From an optimization exercise on the open Yosys and OpenROAD flow, aimed at small area and few clock cycles; shortcuts taken in it are not production practice. At most, simulation tests tie the RTL to the original design; equivalence was not proved.

Setup of the previous run:
==> flow/design.v <==
`timescale 1ns/1ps
`timescale 1ns/1ps
`timescale 1ns/1ps
`timescale 1ns/1ps
`timescale 1ns/1ps
`timescale 1ns/1ps
module axi_wr_top
(
    input  logic        clk,
    input  logic        rst_n,
    input  logic [3:0]  aw_id,
    input  logic [15:0] aw_addr,
    input  logic [7:0]  aw_len,
    input  logic [2:0]  aw_size,
    input  logic [1:0]  aw_burst,
    input  logic        aw_valid,
    output logic        aw_ready,
    input  logic [31:0] w_data,
    input  logic [3:0]  w_strb,
    input  logic        w_last,
    input  logic        w_valid,
    output logic        w_ready,
    output logic [3:0]  b_id,
    output logic [1:0]  b_resp,
    output logic        b_valid,
    input  logic        b_ready,
    output logic [3:0]  mem_id,
    output logic [15:0] mem_addr,
    output logic [31:0] mem_data,
    output logic [3:0]  mem_strb,
    output logic        mem_last,
    output logic        mem_boundary_err,
    output logic        mem_we,
    input  logic        mem_credit
);
    logic        d_valid;
    logic [3:0]  d_id;
    logic [15:0] d_addr;      
    logic [2:0]  d_size;
    logic        d_fixed;
    logic        d_berr;      
    logic [2:0]  owed;
    logic        bv;
    logic [3:0]  bid;
    logic        bslv;
    logic        credit_ok, b_free, beat, burst_done, aw_fire;
    logic [11:0] mask;
    logic [12:0] sum;
    assign credit_ok  = !owed[2] || mem_credit;
    assign b_free     = !bv || b_ready;
    assign beat       = d_valid && w_valid && credit_ok && (!w_last || b_free);
    assign burst_done = beat && w_last;
    assign aw_ready   = !d_valid || burst_done;
    assign aw_fire    = aw_valid && aw_ready;
    assign w_ready    = beat;
    assign mem_we     = beat;
    assign mask = 12'hfff << d_size;
    assign sum  = {1'b0, d_addr[11:0] | ~mask} + {12'd0, !d_fixed};
    always_ff @(posedge clk) begin
        if (aw_fire) begin
            d_id    <= aw_id;
            d_addr  <= aw_addr;
            d_size  <= aw_size;
            d_fixed <= (aw_burst == 2'b00);
            d_berr  <= 1'b0;
        end else if (beat) begin
            d_addr[11:0] <= (sum[11:0] | {12{sum[12]}}) & mask;
            d_berr       <= sum[12];
        end
        if (burst_done) begin
            bid  <= d_id;
            bslv <= (d_size > 3'd2);
        end
    end
    always_ff @(posedge clk or negedge rst_n) begin
        if (!rst_n) begin
            d_valid <= 1'b0;
            owed    <= 3'd0;
            bv      <= 1'b0;
        end else begin
            if (aw_fire)
                d_valid <= 1'b1;
            else if (burst_done)
                d_valid <= 1'b0;
            owed    <= owed + {2'b0, beat} - {2'b0, mem_credit};
            if (burst_done)
                bv <= 1'b1;
            else if (b_ready)
                bv <= 1'b0;
        end
    end
    assign mem_id           = d_id;
    assign mem_addr         = d_addr;
    assign mem_data         = w_data;
    assign mem_strb         = w_strb;
    assign mem_last         = w_last;
    assign mem_boundary_err = d_berr;
    assign b_valid          = bv;
    assign b_id             = bid;
    assign b_resp           = {bslv, 1'b0};
endmodule
clock: 5.0 ns
lec_check: 0
abc_area: 1
cap_margin: 20
core_margin: 2
core_utilization: 40
cts_buf_list: sky130_fd_sc_hd__clkbuf_4
slew_margin: 20
standard.sh (not shown) runs the stock make flow with config.mk's settings and CLKGATE_MAP_FILE= SYNTH_SCRIPT=/design/flow/synth_recipe.tcl, a recipe that flattens the netlist after the stock synthesis.
==> flow/flow/run.sh <==
#!/bin/bash
# Standard ORFS flow, with the port buffers inserted as the smallest buffer cell.
cp standard.sh standard_sh.txt
export BUFFER_PORTS_ARGS="-buffer_cell sky130_fd_sc_hd__buf_1"
bash standard.sh > standard.log 2>&1
Testbench counts of the previous run, summed over its fixed seeds: cycles 42,784.
The inputs of the current run differ from those of the previous run as listed below.
diff --git a/flow/design.v b/flow/design.v
--- a/flow/design.v
+++ b/flow/design.v
@@ -43,9 +43,9 @@
     logic        bv;
     logic [3:0]  bid;
     logic        bslv;
     logic        credit_ok, b_free, beat, burst_done, aw_fire;
-    logic [11:0] mask;
+    logic [11:0] base, step;
     logic [12:0] sum;
     assign credit_ok  = !owed[2] || mem_credit;
     assign b_free     = !bv || b_ready;
     assign beat       = d_valid && w_valid && credit_ok && (!w_last || b_free);
@@ -53,19 +53,19 @@
     assign aw_ready   = !d_valid || burst_done;
     assign aw_fire    = aw_valid && aw_ready;
     assign w_ready    = beat;
     assign mem_we     = beat;
-    assign mask = 12'hfff << d_size;
-    assign sum  = {1'b0, d_addr[11:0] | ~mask} + {12'd0, !d_fixed};
+    assign base = d_addr[11:0] & (12'hfff << d_size);
+    assign sum  = d_fixed ? {1'b0, base} : ({1'b0, d_addr[11:0] | ~(12'hfff << d_size)} + 13'd1);
     always_ff @(posedge clk) begin
         if (aw_fire) begin
             d_id    <= aw_id;
             d_addr  <= aw_addr;
             d_size  <= aw_size;
             d_fixed <= (aw_burst == 2'b00);
             d_berr  <= 1'b0;
         end else if (beat) begin
-            d_addr[11:0] <= (sum[11:0] | {12{sum[12]}}) & mask;
+            d_addr[11:0] <= sum[12] ? base : sum[11:0];
             d_berr       <= sum[12];
         end
         if (burst_done) begin
             bid  <= d_id;
Results
- The current run against the previous run: time the worst path needs with I/O delays and setup picked up an extra 0.040 ns, setup slack of the critical path after layout lower, final area fell by 4.3%, worst slack at placement lost 0.041 ns.
- On the current run: detailed placer's ending HPWL is about 3% lower than what the previous run gave.
- Against the previous run, the current run comes in 1.4% lower on maximum frequency.
- Final weighted congestion in routability-driven placement (lower): the current run
- Routed via count divided by cell count shrinks slightly when moving from the previous run to the current run.
- On tightest slew margin relative to the limit: between the current run and the previous run, it ends up lower for the current run.
- Looking at global-route met2 utilization across the current run and the previous run, the one that comes out higher is the current run.
- Of the current run and the previous run, it is the current run that has the lower biggest fanout along the worst timing path.
- The current run ends up with a clock tree buffer count of the final layout that is 1 lower than in the previous run.
No functional check of the RTL was part of the current run.

[port drivers added, routing unchanged]
The results above use ideal ports. As a check the final layouts listed here were re-extracted and re-timed, cells and wires unchanged. Step 1 sets driving cells, clkbuf_16 on the clock port and buf_2 on the other inputs (assumed; they add their load-dependent delay and slew). Step 2, shift: input delay + t, output delay - t, t = (earliest + latest rising clock arrival at the registers) / 2. This alone moves slack from input paths to output paths. Slacks: ideal ports / drivers / drivers and shift; pairs: ideal ports / drivers.
run | shift t [ns] | slack for setup (ns) | hold slack, ns
the previous run | 0.368 | 2.211 / 2.213 / 1.845 | 0.449 / 0.449 / 0.449
the current run | 0.364 | 2.170 / 2.148 / 1.835 | 0.447 / 0.447 / 0.447
After both steps setup and hold are still met in every run listed. The setup slack of the previous run, which loses most, moves by +0.002 ns with the drivers and by -0.366 ns with both steps.
